Context: an optimization exercise on an open-source flow, tuned for small area, a short achievable clock period and few clock cycles per item. The choices shown serve that exercise and are no tape-out recipe. At most, simulation tests tie the RTL to the original design; equivalence was not proved. Function not checked in run 2: the RTL went through the layout flow alone.

## flow/design.v (module list and top-level ports; edited modules follow where they fit)
// module mandel_engine: 105 lines
// module mandel_dp: 1480 lines
// module mandel_fa: 10 lines
module mandel_engine #(
    parameter int BITS      = 16,
    parameter int ITER_BITS = 7
) (
    input  logic                   clk,
    input  logic                   rst_n,
    input  logic                   in_valid,
    output logic                   in_ready,
    input  logic signed [BITS-1:0] in_x,
    input  logic signed [BITS-1:0] in_y,
    input  logic                   julia_mode,
    input  logic signed [BITS-1:0] julia_cx,
    input  logic signed [BITS-1:0] julia_cy,
    input  logic [ITER_BITS-1:0]   max_iter,
    input  logic                   abort,
    output logic                   out_valid,
    input  logic                   out_ready,
    output logic [ITER_BITS-1:0]   out_iter,
    output logic                   out_escaped,
    output logic                   busy
);
  // ...
==> flow/flow/run.sh <==
#!/bin/bash
# The standard layout (standard.sh), with the port buffers made from
# sky130_fd_sc_hd__buf_1 cells instead of the default choice of a delay buffer.
set -euo pipefail
export BUFFER_PORTS_ARGS="-buffer_cell sky130_fd_sc_hd__buf_1"
bash standard.sh > standard.log 2>&1
==> flow/standard.sh <==
#!/bin/bash
# synth_recipe.tcl (not shown) runs the flow's synth.tcl, then flattens the netlist and writes it again
# the make line also repeats each setting of config.mk as NAME=value (left out here)
make -C /OpenROAD-flow-scripts/flow DESIGN_CONFIG=/design/flow/config.mk WORK_HOME=/design/flow/orfs CLKGATE_MAP_FILE= SYNTH_SCRIPT=/design/flow/synth_recipe.tcl "${@:-finish}"
==> flow/config.mk <==
export PLATFORM = sky130hd
export DESIGN_NAME = mandel_engine
export DESIGN_NICKNAME = mandel_engine
export VERILOG_FILES = /design/flow/design.v
export SDC_FILE = /design/flow/constraint.sdc
export NUM_CORES = 4
export LEC_CHECK = 0
export CAP_MARGIN = 20
export CORE_MARGIN = 2
export CORE_UTILIZATION = 65
export CTS_BUF_LIST = sky130_fd_sc_hd__clkbuf_8
export PLACE_DENSITY = 0.75
export SLEW_MARGIN = 20
export SYNTH_HIERARCHICAL = 1
export SYNTH_MINIMUM_KEEP_SIZE = 0
==> flow/constraint.sdc <==
create_clock -name core_clock -period 14.0 [get_ports {clk}]
set_input_delay 2.8000 -clock core_clock [delete_from_list [all_inputs] [get_ports {clk}]]
set_output_delay 2.8000 -clock core_clock [all_outputs]
set_load 0.01 [all_outputs]
==> results.yml, run 1 <==
yosys:
  yosysWarnings: 7
  synth_top_family_by_area: "adder cells"
  synthCells: 1696
  synthAdderAreaFrac_pct: 55.3
  synth_flop_cell: "edfxtp_1"
  synth.most_common_cell: "fa_1"
hold_path:
  hold_end: "stop_q"
die:
  core_sq_mm: 0.0279
  ios: 88
detailed_routing:
  drc: 0
  met3_length_mm: 2.97
  vias_per_cell: 6.03
  met1_length_mm: 16.6
  postRouteAntennaNets: 0
global_route:
  grt_start_max_net_pins: 46
  use_met3_pct: 5.20
  antenna_found_initial: 0
sta:
  finalHoldViolations: 0
  relSlewSlack_pct: 29.3
  report.final.slew_viol_count: 0
  period_minus_slack_ns: 6.24
  setup_ws_ns: 7.76
  skew_ns: 0.0275
setup_path:
  critical_path.startpoint: "zyn_q[14]"
  crit_fanout: 12
  critPathMaxStageDelay_ns: 0.74
  cp-endpoint: "out_valid"
  end_kind: "output pin"
  crit_top_cell: "nor2_1"
  r2r-end: "xh_q"
clock_tree:
  cts_root_buf: "clkbuf_8"
  cts_setup_buffers: 0
layout:
  nets: 2387
  final_cell_mix: "fa_1, nor2_1, ha_1"
  multi_input_cells: 1403
  nNonClkBuffers: 118
run_status:
  outcome: "complete, no violations"
Testbench counts, summed over its fixed seeds: cycles 84,151, points 2,048.
==> module mandel_engine, before the edit <==
module mandel_engine #(
    parameter int BITS      = 16,
    parameter int ITER_BITS = 7
) (
    input  logic                   clk,
    input  logic                   rst_n,
    input  logic                   in_valid,
    output logic                   in_ready,
    input  logic signed [BITS-1:0] in_x,
    input  logic signed [BITS-1:0] in_y,
    input  logic                   julia_mode,
    input  logic signed [BITS-1:0] julia_cx,
    input  logic signed [BITS-1:0] julia_cy,
    input  logic [ITER_BITS-1:0]   max_iter,
    input  logic                   abort,
    output logic                   out_valid,
    input  logic                   out_ready,
    output logic [ITER_BITS-1:0]   out_iter,
    output logic                   out_escaped,
    output logic                   busy
);
    logic run_q, done_q;
    logic [6:0] iter_q, lim_q;
    logic signed [15:0] cx_q, cy_q;
    logic [15:0] zxn_q, zyn_q, sxn_q, syn_q;
    logic [16:0] xn, yn;
    logic mesc;
    logic mesc_q, xh_q, yh_q, stop_q;
    mandel_dp u_dp (
        .zxn (zxn_q),
        .zyn (zyn_q),
        .cx  (cx_q),
        .cy  (cy_q),
        .xn  (xn),
        .yn  (yn),
        .mesc(mesc)
    );
    logic esc, fin, cyc, ckpt;
    assign esc  = mesc_q || (xh_q == zxn_q[15]) || (yh_q == zyn_q[15]);
    assign fin  = run_q && (esc || stop_q || cyc);
    assign cyc  = (zxn_q == sxn_q) && (zyn_q == syn_q) && (iter_q != '0);
    assign ckpt = ((iter_q & (iter_q - 7'd1)) == '0) || (iter_q[3:0] == '0);
    logic idle, accept;
    assign idle   = !run_q && !done_q;
    assign accept = idle && in_valid;
    always_ff @(posedge clk) begin
        if (!rst_n || abort) begin
            run_q  <= 1'b0;
            done_q <= 1'b0;
        end else if (accept) begin
            run_q  <= 1'b1;
        end else if (fin) begin
            run_q  <= 1'b0;
            done_q <= !out_ready;
        end else if (done_q && out_ready) begin
            done_q <= 1'b0;
        end
    end
    always_ff @(posedge clk) begin
        if (idle) begin
            zxn_q  <= ~in_x;
            zyn_q  <= ~in_y;
            xh_q   <= in_x[15];
            yh_q   <= in_y[15];
            mesc_q <= 1'b0;
        end else begin
            zxn_q  <= ~xn[15:0];
            zyn_q  <= ~yn[15:0];
            xh_q   <= xn[16];
            yh_q   <= yn[16];
            mesc_q <= mesc;
        end
    end
    always_ff @(posedge clk) begin
        if (accept) begin
            cx_q  <= julia_mode ? julia_cx : in_x;
            cy_q  <= julia_mode ? julia_cy : in_y;
            lim_q <= max_iter;
        end
    end
    always_ff @(posedge clk) begin
        if (run_q && ckpt) begin
            sxn_q <= zxn_q;
            syn_q <= zyn_q;
        end
    end
    always_ff @(posedge clk) begin
        if (accept) begin
            iter_q <= '0;
            stop_q <= 1'b0;
        end else if (run_q && !fin) begin
            iter_q <= iter_q + 7'd1;
            stop_q <= iter_q == lim_q;
        end
    end
    logic esc_h;
    always_ff @(posedge clk) begin
        if (fin) esc_h <= esc;
    end
    assign in_ready    = rst_n && idle;
    assign busy        = !idle;
    assign out_valid   = done_q || fin;
    assign out_escaped = run_q ? esc : esc_h;
    assign out_iter    = out_escaped ? iter_q - 7'd1 : lim_q;
endmodule
==> run 2, diff against run 1 <==
--- a/flow/design.v
+++ b/flow/design.v
@@ -18,22 +18,25 @@
     output logic [ITER_BITS-1:0]   out_iter,
     output logic                   out_escaped,
     output logic                   busy
 );
     logic run_q, done_q;
     logic [6:0] iter_q, lim_q;
     logic signed [15:0] cx_q, cy_q;
     logic [15:0] zxn_q, zyn_q, sxn_q, syn_q;
+    logic [14:0] zxmn_q, zymn_q;
     logic [16:0] xn, yn;
     logic mesc;
     logic mesc_q, xh_q, yh_q, stop_q;
     mandel_dp u_dp (
         .zxn (zxn_q),
         .zyn (zyn_q),
+        .zxmn(zxmn_q),
+        .zymn(zymn_q),
         .cx  (cx_q),
         .cy  (cy_q),
         .xn  (xn),
         .yn  (yn),
         .mesc(mesc)
     );
     logic esc, fin, cyc, ckpt;
     assign esc  = mesc_q || (xh_q == zxn_q[15]) || (yh_q == zyn_q[15]);
@@ -81,16 +84,25 @@
     always_ff @(posedge clk) begin
         if (run_q && ckpt) begin
             sxn_q <= zxn_q;
             syn_q <= zyn_q;
         end
     end
     always_ff @(posedge clk) begin
         if (accept) begin
+            zxmn_q <= ~in_x[14:0];
+            zymn_q <= ~in_y[14:0];
+        end else begin
+            zxmn_q <= ~xn[14:0];
+            zymn_q <= ~yn[14:0];
+        end
+    end
+    always_ff @(posedge clk) begin
+        if (accept) begin
             iter_q <= '0;
             stop_q <= 1'b0;
         end else if (run_q && !fin) begin
             iter_q <= iter_q + 7'd1;
             stop_q <= iter_q == lim_q;
         end
     end
     logic esc_h;
@@ -101,25 +113,29 @@
     assign busy        = !idle;
     assign out_valid   = done_q || fin;
     assign out_escaped = run_q ? esc : esc_h;
     assign out_iter    = out_escaped ? iter_q - 7'd1 : lim_q;
 endmodule
 module mandel_dp (
     input  logic        [15:0] zxn,
     input  logic        [15:0] zyn,
+    input  logic        [14:0] zxmn,
+    input  logic        [14:0] zymn,
     input  logic signed [15:0] cx,
     input  logic signed [15:0] cy,
     output logic        [16:0] xn,
     output logic        [16:0] yn,
     output logic               mesc
 );
     wire big = (zxn[15] ^ zxn[14]) | (zyn[15] ^ zyn[14]);
     wire [14:0] x = ~zxn[14:0];
     wire [14:0] y = ~zyn[14:0];
+    wire [14:0] xm = ~zxmn;
+    wire [14:0] ym = ~zymn;
     wire qxp0 = x[0] & x[1];
     wire qxp1 = x[0] & x[2];
     wire qxp2 = x[0] & x[3];
     wire qxp3 = x[0] & x[4];
     wire qxp4 = x[0] & x[5];
     wire qxp5 = x[0] & x[6];
     wire qxp6 = x[0] & x[7];
     wire qxp7 = x[0] & x[8];
@@ -632,241 +648,241 @@
     wire s362, c362;
     mandel_fa us362 (.a(c323), .b(s341), .c(c340), .s(s362), .co(c362));
     wire s363, c363;
     mandel_fa us363 (.a(qyp282), .b(c341), .c(s342), .s(s363), .co(c363));
     wire s364, c364;
     mandel_fa us364 (.a(qyp281), .b(qyp283), .c(c342), .s(s364), .co(c364));
     wire s365, c365;
     mandel_fa us365 (.a(y[13]), .b(qyp284), .c(qyp285), .s(s365), .co(c365));
-    wire mxyp366 = x[0] & y[0];
-    wire mxyp367 = x[0] & y[1];
-    wire mxyp368 = x[0] & y[2];
-    wire mxyp369 = x[0] & y[3];
-    wire mxyp370 = x[0] & y[4];
-    wire mxyp371 = x[0] & y[5];
-    wire mxyp372 = x[0] & y[6];
-    wire mxyp373 = x[0] & y[7];
-    wire mxyp374 = x[0] & y[8];
-    wire mxyp375 = x[0] & y[9];
-    wire mxyp376 = x[0] & y[10];
-    wire mxyp377 = x[0] & y[11];
-    wire mxyp378 = x[0] & y[12];
-    wire mxyp379 = x[0] & y[13];
-    wire mxyp380 = x[1] & y[0];
-    wire mxyp381 = x[1] & y[1];
-    wire mxyp382 = x[1] & y[2];
-    wire mxyp383 = x[1] & y[3];
-    wire mxyp384 = x[1] & y[4];
-    wire mxyp385 = x[1] & y[5];
-    wire mxyp386 = x[1] & y[6];
-    wire mxyp387 = x[1] & y[7];
-    wire mxyp388 = x[1] & y[8];
-    wire mxyp389 = x[1] & y[9];
-    wire mxyp390 = x[1] & y[10];
-    wire mxyp391 = x[1] & y[11];
-    wire mxyp392 = x[1] & y[12];
-    wire mxyp393 = x[1] & y[13];
-    wire mxyp394 = x[2] & y[0];
-    wire mxyp395 = x[2] & y[1];
-    wire mxyp396 = x[2] & y[2];
-    wire mxyp397 = x[2] & y[3];
-    wire mxyp398 = x[2] & y[4];
-    wire mxyp399 = x[2] & y[5];
-    wire mxyp400 = x[2] & y[6];
-    wire mxyp401 = x[2] & y[7];
-    wire mxyp402 = x[2] & y[8];
-    wire mxyp403 = x[2] & y[9];
-    wire mxyp404 = x[2] & y[10];
-    wire mxyp405 = x[2] & y[11];
-    wire mxyp406 = x[2] & y[12];
-    wire mxyp407 = x[2] & y[13];
-    wire mxyp408 = x[3] & y[0];
-    wire mxyp409 = x[3] & y[1];
-    wire mxyp410 = x[3] & y[2];
-    wire mxyp411 = x[3] & y[3];
-    wire mxyp412 = x[3] & y[4];
-    wire mxyp413 = x[3] & y[5];
-    wire mxyp414 = x[3] & y[6];
-    wire mxyp415 = x[3] & y[7];
-    wire mxyp416 = x[3] & y[8];
-    wire mxyp417 = x[3] & y[9];
-    wire mxyp418 = x[3] & y[10];
-    wire mxyp419 = x[3] & y[11];
-    wire mxyp420 = x[3] & y[12];
-    wire mxyp421 = x[3] & y[13];
-    wire mxyp422 = x[4] & y[0];
-    wire mxyp423 = x[4] & y[1];
-    wire mxyp424 = x[4] & y[2];
-    wire mxyp425 = x[4] & y[3];
-    wire mxyp426 = x[4] & y[4];
-    wire mxyp427 = x[4] & y[5];
-    wire mxyp428 = x[4] & y[6];
-    wire mxyp429 = x[4] & y[7];
-    wire mxyp430 = x[4] & y[8];
-    wire mxyp431 = x[4] & y[9];
-    wire mxyp432 = x[4] & y[10];
-    wire mxyp433 = x[4] & y[11];
-    wire mxyp434 = x[4] & y[12];
-    wire mxyp435 = x[4] & y[13];
-    wire mxyp436 = x[5] & y[0];
-    wire mxyp437 = x[5] & y[1];
-    wire mxyp438 = x[5] & y[2];
-    wire mxyp439 = x[5] & y[3];
-    wire mxyp440 = x[5] & y[4];
-    wire mxyp441 = x[5] & y[5];
-    wire mxyp442 = x[5] & y[6];
-    wire mxyp443 = x[5] & y[7];
-    wire mxyp444 = x[5] & y[8];
-    wire mxyp445 = x[5] & y[9];
-    wire mxyp446 = x[5] & y[10];
-    wire mxyp447 = x[5] & y[11];
-    wire mxyp448 = x[5] & y[12];
-    wire mxyp449 = x[5] & y[13];
-    wire mxyp450 = x[6] & y[0];
-    wire mxyp451 = x[6] & y[1];
-    wire mxyp452 = x[6] & y[2];
-    wire mxyp453 = x[6] & y[3];
-    wire mxyp454 = x[6] & y[4];
-    wire mxyp455 = x[6] & y[5];
-    wire mxyp456 = x[6] & y[6];
-    wire mxyp457 = x[6] & y[7];
-    wire mxyp458 = x[6] & y[8];
-    wire mxyp459 = x[6] & y[9];
-    wire mxyp460 = x[6] & y[10];
-    wire mxyp461 = x[6] & y[11];
-    wire mxyp462 = x[6] & y[12];
-    wire mxyp463 = x[6] & y[13];
-    wire mxyp464 = x[7] & y[0];
-    wire mxyp465 = x[7] & y[1];
-    wire mxyp466 = x[7] & y[2];
-    wire mxyp467 = x[7] & y[3];
-    wire mxyp468 = x[7] & y[4];
-    wire mxyp469 = x[7] & y[5];
-    wire mxyp470 = x[7] & y[6];
-    wire mxyp471 = x[7] & y[7];
-    wire mxyp472 = x[7] & y[8];
-    wire mxyp473 = x[7] & y[9];
-    wire mxyp474 = x[7] & y[10];
-    wire mxyp475 = x[7] & y[11];
-    wire mxyp476 = x[7] & y[12];
-    wire mxyp477 = x[7] & y[13];
-    wire mxyp478 = x[8] & y[0];
-    wire mxyp479 = x[8] & y[1];
-    wire mxyp480 = x[8] & y[2];
-    wire mxyp481 = x[8] & y[3];
-    wire mxyp482 = x[8] & y[4];
-    wire mxyp483 = x[8] & y[5];
-    wire mxyp484 = x[8] & y[6];
-    wire mxyp485 = x[8] & y[7];
-    wire mxyp486 = x[8] & y[8];
-    wire mxyp487 = x[8] & y[9];
-    wire mxyp488 = x[8] & y[10];
-    wire mxyp489 = x[8] & y[11];
-    wire mxyp490 = x[8] & y[12];
-    wire mxyp491 = x[8] & y[13];
-    wire mxyp492 = x[9] & y[0];
-    wire mxyp493 = x[9] & y[1];
-    wire mxyp494 = x[9] & y[2];
-    wire mxyp495 = x[9] & y[3];
-    wire mxyp496 = x[9] & y[4];
-    wire mxyp497 = x[9] & y[5];
-    wire mxyp498 = x[9] & y[6];
-    wire mxyp499 = x[9] & y[7];
-    wire mxyp500 = x[9] & y[8];
-    wire mxyp501 = x[9] & y[9];
-    wire mxyp502 = x[9] & y[10];
-    wire mxyp503 = x[9] & y[11];
-    wire mxyp504 = x[9] & y[12];
-    wire mxyp505 = x[9] & y[13];
-    wire mxyp506 = x[10] & y[0];
-    wire mxyp507 = x[10] & y[1];
-    wire mxyp508 = x[10] & y[2];
-    wire mxyp509 = x[10] & y[3];
-    wire mxyp510 = x[10] & y[4];
-    wire mxyp511 = x[10] & y[5];
-    wire mxyp512 = x[10] & y[6];
-    wire mxyp513 = x[10] & y[7];
-    wire mxyp514 = x[10] & y[8];
-    wire mxyp515 = x[10] & y[9];
-    wire mxyp516 = x[10] & y[10];
-    wire mxyp517 = x[10] & y[11];
-    wire mxyp518 = x[10] & y[12];
-    wire mxyp519 = x[10] & y[13];
-    wire mxyp520 = x[11] & y[0];
-    wire mxyp521 = x[11] & y[1];
-    wire mxyp522 = x[11] & y[2];
-    wire mxyp523 = x[11] & y[3];
-    wire mxyp524 = x[11] & y[4];
-    wire mxyp525 = x[11] & y[5];
-    wire mxyp526 = x[11] & y[6];
-    wire mxyp527 = x[11] & y[7];
-    wire mxyp528 = x[11] & y[8];
-    wire mxyp529 = x[11] & y[9];
-    wire mxyp530 = x[11] & y[10];
-    wire mxyp531 = x[11] & y[11];
-    wire mxyp532 = x[11] & y[12];
-    wire mxyp533 = x[11] & y[13];
-    wire mxyp534 = x[12] & y[0];
-    wire mxyp535 = x[12] & y[1];
-    wire mxyp536 = x[12] & y[2];
-    wire mxyp537 = x[12] & y[3];
-    wire mxyp538 = x[12] & y[4];
-    wire mxyp539 = x[12] & y[5];
-    wire mxyp540 = x[12] & y[6];
-    wire mxyp541 = x[12] & y[7];
-    wire mxyp542 = x[12] & y[8];
-    wire mxyp543 = x[12] & y[9];
-    wire mxyp544 = x[12] & y[10];
-    wire mxyp545 = x[12] & y[11];
-    wire mxyp546 = x[12] & y[12];
-    wire mxyp547 = x[12] & y[13];
-    wire mxyp548 = x[13] & y[0];
-    wire mxyp549 = x[13] & y[1];
-    wire mxyp550 = x[13] & y[2];
-    wire mxyp551 = x[13] & y[3];
-    wire mxyp552 = x[13] & y[4];
-    wire mxyp553 = x[13] & y[5];
-    wire mxyp554 = x[13] & y[6];
-    wire mxyp555 = x[13] & y[7];
-    wire mxyp556 = x[13] & y[8];
-    wire mxyp557 = x[13] & y[9];
-    wire mxyp558 = x[13] & y[10];
-    wire mxyp559 = x[13] & y[11];
-    wire mxyp560 = x[13] & y[12];
-    wire mxyp561 = x[13] & y[13];
-    wire mxyp562 = x[14] & y[14];
-    wire mxyp563 = ~(x[14] & y[0]);
-    wire mxyp564 = ~(y[14] & x[0]);
-    wire mxyp565 = ~(x[14] & y[1]);
-    wire mxyp566 = ~(y[14] & x[1]);
-    wire mxyp567 = ~(x[14] & y[2]);
-    wire mxyp568 = ~(y[14] & x[2]);
-    wire mxyp569 = ~(x[14] & y[3]);
-    wire mxyp570 = ~(y[14] & x[3]);
-    wire mxyp571 = ~(x[14] & y[4]);
-    wire mxyp572 = ~(y[14] & x[4]);
-    wire mxyp573 = ~(x[14] & y[5]);
-    wire mxyp574 = ~(y[14] & x[5]);
-    wire mxyp575 = ~(x[14] & y[6]);
-    wire mxyp576 = ~(y[14] & x[6]);
-    wire mxyp577 = ~(x[14] & y[7]);
-    wire mxyp578 = ~(y[14] & x[7]);
-    wire mxyp579 = ~(x[14] & y[8]);
-    wire mxyp580 = ~(y[14] & x[8]);
-    wire mxyp581 = ~(x[14] & y[9]);
-    wire mxyp582 = ~(y[14] & x[9]);
-    wire mxyp583 = ~(x[14] & y[10]);
-    wire mxyp584 = ~(y[14] & x[10]);
-    wire mxyp585 = ~(x[14] & y[11]);
-    wire mxyp586 = ~(y[14] & x[11]);
-    wire mxyp587 = ~(x[14] & y[12]);
-    wire mxyp588 = ~(y[14] & x[12]);
-    wire mxyp589 = ~(x[14] & y[13]);
-    wire mxyp590 = ~(y[14] & x[13]);
+    wire mxyp366 = xm[0] & ym[0];
+    wire mxyp367 = xm[0] & ym[1];
+    wire mxyp368 = xm[0] & ym[2];
+    wire mxyp369 = xm[0] & ym[3];
+    wire mxyp370 = xm[0] & ym[4];
+    wire mxyp371 = xm[0] & ym[5];
+    wire mxyp372 = xm[0] & ym[6];
+    wire mxyp373 = xm[0] & ym[7];
+    wire mxyp374 = xm[0] & ym[8];
+    wire mxyp375 = xm[0] & ym[9];
+    wire mxyp376 = xm[0] & ym[10];
+    wire mxyp377 = xm[0] & ym[11];
+    wire mxyp378 = xm[0] & ym[12];
+    wire mxyp379 = xm[0] & ym[13];
+    wire mxyp380 = xm[1] & ym[0];
+    wire mxyp381 = xm[1] & ym[1];
+    wire mxyp382 = xm[1] & ym[2];
+    wire mxyp383 = xm[1] & ym[3];
+    wire mxyp384 = xm[1] & ym[4];
+    wire mxyp385 = xm[1] & ym[5];
+    wire mxyp386 = xm[1] & ym[6];
+    wire mxyp387 = xm[1] & ym[7];
+    wire mxyp388 = xm[1] & ym[8];
+    wire mxyp389 = xm[1] & ym[9];
+    wire mxyp390 = xm[1] & ym[10];
+    wire mxyp391 = xm[1] & ym[11];
+    wire mxyp392 = xm[1] & ym[12];
+    wire mxyp393 = xm[1] & ym[13];
+    wire mxyp394 = xm[2] & ym[0];
+    wire mxyp395 = xm[2] & ym[1];
+    wire mxyp396 = xm[2] & ym[2];
+    wire mxyp397 = xm[2] & ym[3];
+    wire mxyp398 = xm[2] & ym[4];
+    wire mxyp399 = xm[2] & ym[5];
+    wire mxyp400 = xm[2] & ym[6];
+    wire mxyp401 = xm[2] & ym[7];
+    wire mxyp402 = xm[2] & ym[8];
+    wire mxyp403 = xm[2] & ym[9];
+    wire mxyp404 = xm[2] & ym[10];
+    wire mxyp405 = xm[2] & ym[11];
+    wire mxyp406 = xm[2] & ym[12];
+    wire mxyp407 = xm[2] & ym[13];
+    wire mxyp408 = xm[3] & ym[0];
+    wire mxyp409 = xm[3] & ym[1];
+    wire mxyp410 = xm[3] & ym[2];
+    wire mxyp411 = xm[3] & ym[3];
+    wire mxyp412 = xm[3] & ym[4];
+    wire mxyp413 = xm[3] & ym[5];
+    wire mxyp414 = xm[3] & ym[6];
+    wire mxyp415 = xm[3] & ym[7];
+    wire mxyp416 = xm[3] & ym[8];
+    wire mxyp417 = xm[3] & ym[9];
+    wire mxyp418 = xm[3] & ym[10];
+    wire mxyp419 = xm[3] & ym[11];
+    wire mxyp420 = xm[3] & ym[12];
+    wire mxyp421 = xm[3] & ym[13];
+    wire mxyp422 = xm[4] & ym[0];
+    wire mxyp423 = xm[4] & ym[1];
+    wire mxyp424 = xm[4] & ym[2];
+    wire mxyp425 = xm[4] & ym[3];
+    wire mxyp426 = xm[4] & ym[4];
+    wire mxyp427 = xm[4] & ym[5];
+    wire mxyp428 = xm[4] & ym[6];
+    wire mxyp429 = xm[4] & ym[7];
+    wire mxyp430 = xm[4] & ym[8];
+    wire mxyp431 = xm[4] & ym[9];
+    wire mxyp432 = xm[4] & ym[10];
+    wire mxyp433 = xm[4] & ym[11];
+    wire mxyp434 = xm[4] & ym[12];
+    wire mxyp435 = xm[4] & ym[13];
+    wire mxyp436 = xm[5] & ym[0];
+    wire mxyp437 = xm[5] & ym[1];
+    wire mxyp438 = xm[5] & ym[2];
+    wire mxyp439 = xm[5] & ym[3];
+    wire mxyp440 = xm[5] & ym[4];
+    wire mxyp441 = xm[5] & ym[5];
+    wire mxyp442 = xm[5] & ym[6];
+    wire mxyp443 = xm[5] & ym[7];
+    wire mxyp444 = xm[5] & ym[8];
+    wire mxyp445 = xm[5] & ym[9];
+    wire mxyp446 = xm[5] & ym[10];
+    wire mxyp447 = xm[5] & ym[11];
+    wire mxyp448 = xm[5] & ym[12];
+    wire mxyp449 = xm[5] & ym[13];
+    wire mxyp450 = xm[6] & ym[0];
+    wire mxyp451 = xm[6] & ym[1];
+    wire mxyp452 = xm[6] & ym[2];
+    wire mxyp453 = xm[6] & ym[3];
+    wire mxyp454 = xm[6] & ym[4];
+    wire mxyp455 = xm[6] & ym[5];
+    wire mxyp456 = xm[6] & ym[6];
+    wire mxyp457 = xm[6] & ym[7];
+    wire mxyp458 = xm[6] & ym[8];
+    wire mxyp459 = xm[6] & ym[9];
+    wire mxyp460 = xm[6] & ym[10];
+    wire mxyp461 = xm[6] & ym[11];
+    wire mxyp462 = xm[6] & ym[12];
+    wire mxyp463 = xm[6] & ym[13];
+    wire mxyp464 = xm[7] & ym[0];
+    wire mxyp465 = xm[7] & ym[1];
+    wire mxyp466 = xm[7] & ym[2];
+    wire mxyp467 = xm[7] & ym[3];
+    wire mxyp468 = xm[7] & ym[4];
+    wire mxyp469 = xm[7] & ym[5];
+    wire mxyp470 = xm[7] & ym[6];
+    wire mxyp471 = xm[7] & ym[7];
+    wire mxyp472 = xm[7] & ym[8];
+    wire mxyp473 = xm[7] & ym[9];
+    wire mxyp474 = xm[7] & ym[10];
+    wire mxyp475 = xm[7] & ym[11];
+    wire mxyp476 = xm[7] & ym[12];
+    wire mxyp477 = xm[7] & ym[13];
+    wire mxyp478 = xm[8] & ym[0];
+    wire mxyp479 = xm[8] & ym[1];
+    wire mxyp480 = xm[8] & ym[2];
+    wire mxyp481 = xm[8] & ym[3];
+    wire mxyp482 = xm[8] & ym[4];
+    wire mxyp483 = xm[8] & ym[5];
+    wire mxyp484 = xm[8] & ym[6];
+    wire mxyp485 = xm[8] & ym[7];
+    wire mxyp486 = xm[8] & ym[8];
+    wire mxyp487 = xm[8] & ym[9];
+    wire mxyp488 = xm[8] & ym[10];
+    wire mxyp489 = xm[8] & ym[11];
+    wire mxyp490 = xm[8] & ym[12];
+    wire mxyp491 = xm[8] & ym[13];
+    wire mxyp492 = xm[9] & ym[0];
+    wire mxyp493 = xm[9] & ym[1];
+    wire mxyp494 = xm[9] & ym[2];
+    wire mxyp495 = xm[9] & ym[3];
+    wire mxyp496 = xm[9] & ym[4];
+    wire mxyp497 = xm[9] & ym[5];
+    wire mxyp498 = xm[9] & ym[6];
+    wire mxyp499 = xm[9] & ym[7];
+    wire mxyp500 = xm[9] & ym[8];
+    wire mxyp501 = xm[9] & ym[9];
+    wire mxyp502 = xm[9] & ym[10];
+    wire mxyp503 = xm[9] & ym[11];
+    wire mxyp504 = xm[9] & ym[12];
+    wire mxyp505 = xm[9] & ym[13];
+    wire mxyp506 = xm[10] & ym[0];
+    wire mxyp507 = xm[10] & ym[1];
+    wire mxyp508 = xm[10] & ym[2];
+    wire mxyp509 = xm[10] & ym[3];
+    wire mxyp510 = xm[10] & ym[4];
+    wire mxyp511 = xm[10] & ym[5];
+    wire mxyp512 = xm[10] & ym[6];
+    wire mxyp513 = xm[10] & ym[7];
+    wire mxyp514 = xm[10] & ym[8];
+    wire mxyp515 = xm[10] & ym[9];
+    wire mxyp516 = xm[10] & ym[10];
+    wire mxyp517 = xm[10] & ym[11];
+    wire mxyp518 = xm[10] & ym[12];
+    wire mxyp519 = xm[10] & ym[13];
+    wire mxyp520 = xm[11] & ym[0];
+    wire mxyp521 = xm[11] & ym[1];
+    wire mxyp522 = xm[11] & ym[2];
+    wire mxyp523 = xm[11] & ym[3];
+    wire mxyp524 = xm[11] & ym[4];
+    wire mxyp525 = xm[11] & ym[5];
+    wire mxyp526 = xm[11] & ym[6];
+    wire mxyp527 = xm[11] & ym[7];
+    wire mxyp528 = xm[11] & ym[8];
+    wire mxyp529 = xm[11] & ym[9];
+    wire mxyp530 = xm[11] & ym[10];
+    wire mxyp531 = xm[11] & ym[11];
+    wire mxyp532 = xm[11] & ym[12];
+    wire mxyp533 = xm[11] & ym[13];
+    wire mxyp534 = xm[12] & ym[0];
+    wire mxyp535 = xm[12] & ym[1];
+    wire mxyp536 = xm[12] & ym[2];
+    wire mxyp537 = xm[12] & ym[3];
+    wire mxyp538 = xm[12] & ym[4];
+    wire mxyp539 = xm[12] & ym[5];
+    wire mxyp540 = xm[12] & ym[6];
+    wire mxyp541 = xm[12] & ym[7];
+    wire mxyp542 = xm[12] & ym[8];
+    wire mxyp543 = xm[12] & ym[9];
+    wire mxyp544 = xm[12] & ym[10];
+    wire mxyp545 = xm[12] & ym[11];
+    wire mxyp546 = xm[12] & ym[12];
+    wire mxyp547 = xm[12] & ym[13];
+    wire mxyp548 = xm[13] & ym[0];
+    wire mxyp549 = xm[13] & ym[1];
+    wire mxyp550 = xm[13] & ym[2];
+    wire mxyp551 = xm[13] & ym[3];
+    wire mxyp552 = xm[13] & ym[4];
+    wire mxyp553 = xm[13] & ym[5];
+    wire mxyp554 = xm[13] & ym[6];
+    wire mxyp555 = xm[13] & ym[7];
+    wire mxyp556 = xm[13] & ym[8];
+    wire mxyp557 = xm[13] & ym[9];
+    wire mxyp558 = xm[13] & ym[10];
+    wire mxyp559 = xm[13] & ym[11];
+    wire mxyp560 = xm[13] & ym[12];
+    wire mxyp561 = xm[13] & ym[13];
+    wire mxyp562 = xm[14] & ym[14];
+    wire mxyp563 = ~(xm[14] & ym[0]);
+    wire mxyp564 = ~(ym[14] & xm[0]);
+    wire mxyp565 = ~(xm[14] & ym[1]);
+    wire mxyp566 = ~(ym[14] & xm[1]);
+    wire mxyp567 = ~(xm[14] & ym[2]);
+    wire mxyp568 = ~(ym[14] & xm[2]);
+    wire mxyp569 = ~(xm[14] & ym[3]);
+    wire mxyp570 = ~(ym[14] & xm[3]);
+    wire mxyp571 = ~(xm[14] & ym[4]);
+    wire mxyp572 = ~(ym[14] & xm[4]);
+    wire mxyp573 = ~(xm[14] & ym[5]);
+    wire mxyp574 = ~(ym[14] & xm[5]);
+    wire mxyp575 = ~(xm[14] & ym[6]);
+    wire mxyp576 = ~(ym[14] & xm[6]);
+    wire mxyp577 = ~(xm[14] & ym[7]);
+    wire mxyp578 = ~(ym[14] & xm[7]);
+    wire mxyp579 = ~(xm[14] & ym[8]);
+    wire mxyp580 = ~(ym[14] & xm[8]);
+    wire mxyp581 = ~(xm[14] & ym[9]);
+    wire mxyp582 = ~(ym[14] & xm[9]);
+    wire mxyp583 = ~(xm[14] & ym[10]);
+    wire mxyp584 = ~(ym[14] & xm[10]);
+    wire mxyp585 = ~(xm[14] & ym[11]);
+    wire mxyp586 = ~(ym[14] & xm[11]);
+    wire mxyp587 = ~(xm[14] & ym[12]);
+    wire mxyp588 = ~(ym[14] & xm[12]);
+    wire mxyp589 = ~(xm[14] & ym[13]);
+    wire mxyp590 = ~(ym[14] & xm[13]);
     wire s591 = mxyp379 ^ mxyp392;
     wire c591 = mxyp379 & mxyp392;
     wire s592, c592;
     mandel_fa us592 (.a(mxyp393), .b(mxyp406), .c(mxyp419), .s(s592), .co(c592));
     wire s593 = mxyp432 ^ mxyp445;
     wire c593 = mxyp432 & mxyp445;
     wire s594, c594;
     mandel_fa us594 (.a(1'b1), .b(mxyp407), .c(mxyp420), .s(s594), .co(c594));
==> results.yml, run 2 <==
run_status:
  outcome: "complete, no violations"
setup_path:
  crit_fanout: 15
  worst-r2r-cell-count: 17
  required_ns: 14.31
  reg2reg_from: "zxmn_q[3]"
  critPathSlowestCell: "dfxtp_1"
  crit_top_cell: "fa_1"
  reg2reg_slack_ns: 7.53
  path_class: "flip-flop to flip-flop"
  r2r-end: "zyn_q[12]"
  critPathMaxStageDelay_ns: 0.78
  startpoint_type: "flip-flop"
  worst-endpoint-arrival_ns: 6.78
  crit_chain: "nor2_1 -> fa_1 -> fa_1 -> fa_1 -> fa_1 -> fa_1 -> fa_1 -> ha_1 -> fa_1 -> ha_1 -> and3_1 -> a221oi_2 -> o211ai_2 -> a21o_2 -> a21oi_1 -> xnor2_1 -> mux2i_1"
  end_kind: "flip-flop"
yosys:
  synth_top_cell_by_area: "fa_1"
  synthCells: 1752
  synthArstFlopShare_pct: 0
  synth.area.top_cells: "fa_1, edfxtp_1, ha_1, dfxtp_1, nor2_1"
  ys_seq_area_share_pct: 18.8
  synth.avg_cell_area_sq_um: 11.1
  netlist_top_cells_count: "fa_1, nor2_1, ha_1, inv_1, dfxtp_1"
  yosysUniqueCellTypes: 59
  synth_flop_cell: "dfxtp_1"
  yosysWarnings: 7
  synth.most_common_cell: "fa_1"
  synth_seq_cells: 147
  synth_top_area_share_pct: 41.4
  synth_edf_count: 72
  netlist_area_sq_mm: 0.0195
clock_tree:
  htreeDepth: 4
  cts_setup_buffers: 0
  cts_buffers: 17
  clk_latency_ns: 0.47
  clk_path_buf_depth: 2
  cts_sinks: 147
  clk_pin_slew_ns: 0.09
  cts_resized: 0
  cts_tree: "built"
  cts_root_buf: "clkbuf_8"
  cts-hold-fix-buffers: 0
layout:
  syn_to_final_growth_pct: 4.97
  multi_input_area_sq_mm: 0.0152
  final_cell_mix: "fa_1, nor2_1, ha_1"
  nets: 2436
  layout_commonest_cell: "fa_1"
  diodes: 0
  seqCellArea_sq_mm: 0.00366
  drive_above_1_share_pct: 6.39
  fin_util_pct: 69.2
  n_fill_cell: 2197
place:
  io_buffers: 87
  post-dp-hpwl_mm: 37.0
  gp_congestion: 0.926
  pre_cts_ws_ns: 7.64
sta:
  tns_ns: 0
  tightest_slew_ns: 1.05
  period_minus_slack_ns: 6.47
  rsz0062_at_grt: "false"
  whs_ns: 0.520
  skew_ns: 0.0179
  setup_ws_ns: 7.53
  setup_viol: 0
  max_freq_mhz: 155
  finalHoldViolations: 0
  fin_crit_sh_pct: 46.2
  relSlewSlack_pct: 29.9
  report.final.slew_viol_count: 0
hold_path:
  hold_end: "stop_q"
  hp-class: "flip-flop to flip-flop"
  holdPathStages: 1
  hold_path_startpoint: "stop_q"
detailed_routing:
  postRouteAntennaNets: 0
  drc: 0
  vias_per_cell: 6.11
  wl_per_cell_um: 21.4
  firstDrtPassIters: 7
  num_vias: 13400
  drtIter0Drc: 1201
  postRouteWirelength_mm: 46.9
global_route:
  overflow: 0
  grt_pass1_wl_mm: 76.9
  track_usage_pct: 32.5
  antenna_found_initial: 0
  grt_pass1_vias: 14500
  grt_start_max_net_pins: 38
die:
  initial_core_util_pct: 66.0
  num_rows: 63
  core_sq_mm: 0.0296
  die_x_um: 177
  ios: 88
  dieArea_sq_mm: 0.0314
  die-height_um: 177
job:
  maxCapViolCount: 0
==> run 2: area by class of cell <==
| class | count | share of cell area [%] |
|---|---|---|
| multi-input combinational | 1449 | 74.5 |
| sequential | 147 | 17.9 |
| tap | 390 | 2.38 |
| timing repair buffer | 91 | 1.75 |
| inverter | 81 | 1.49 |
| clock buffer | 17 | 1.14 |
| clock inverter | 15 | 0.825 |
==> run 2: routing by layer <==
layer	routed length, um	track usage (%)
met5	0	0
met4	1570	10.5
met3	3730	5.88
met2	22100	51.6
met1	19400	45.8
==> run 2: worst max-delay path: cells and delay by family (launching register included) <==
kind | cells | cell delay [ns]
adders and majority gates | 9 | 3.77
xor gates and xnor gates | 1 | 0.20
AOI/OAI and AO/OA | 4 | 1.04
muxes | 1 | 0.16
DFF | 1 | 0.78
and+or+nand+nor | 2 | 0.35
==> run 2: Yosys stat by module (local to each module, per instance) <==
| module | times used | cell area [sq um] | flip-flops and latches |
|---|---|---|---|
| mandel_engine | 1 | 5780 | 147 |
| mandel_fa | 401 | 20.0 | 0 |
| mandel_dp | 1 | 5690 | 0 |
==> run 2: worst max-delay path by stage <==
stage | startpoint | endpoint | slack, ns | depth (start not counted)
2_1_floorplan | zymn_q[13] | yh_q | 8.13 | 18
3_3_place_gp | zxmn_q[2] | zyn_q[12] | 7.68 | 17
3_5_place_dp | zxmn_q[3] | zyn_q[12] | 7.64 | 17
4_1_cts | zxmn_q[3] | zyn_q[12] | 7.60 | 17
5_1_grt | zxmn_q[4] | zyn_q[15] | 7.24 | 17
6_report | zxmn_q[3] | zyn_q[12] | 7.53 | 17
==> run 2: metrics by stage <==
stage | cells | instance area, sq um
CTS | 2190 | 20500
finish | 2190 | 20500
global placement | 2158 | 20100
detailed placement | 2158 | 20100
floorplan | 1757 | 19500
global route | 2190 | 20500
==> run 2: kinds of logic (layout without fill, tap and decap cells) <==
group,after synthesis,in the layout,share of synthesized area (%)
adders and majority gates,572,572,52.2
buffers and inverters,161,204,3.18
DFF,147,147,18.8
AOI/OAI and AO/OA,138,138,4.87
and+or+nand+nor,554,554,12.0
other,2,7,0.0385
muxes,105,105,5.62
xor gates and xnor gates,73,73,3.28

==> what the ideal ports hide <==
No port has a modelled driver above. Below, the same layouts with a new extraction and two added sets of constraints.
Step 1, drivers: a clkbuf_16 drives clk and a buf_2 each remaining input, both assumed.
Step 2, shift: input delay + t, output delay - t, t = (earliest + latest rising clock arrival at the registers) / 2. This alone moves slack from input paths to output paths.
a / b / c = ideal ports / drivers / drivers and shift; a / b = the first two.
run	shift t [ns]	setup slack, ns	clock arrival spread, ns	worst data-port slew with drivers (ns)	pins driven straight from the clock port
run 1	0.524	7.756 / 7.712 / 7.760	0.028 / 0.027	0.03	1
run 2	0.504	7.530 / 7.530 / 7.530	0.018 / 0.019	0.10	1
After both steps every run listed still meets setup and hold.
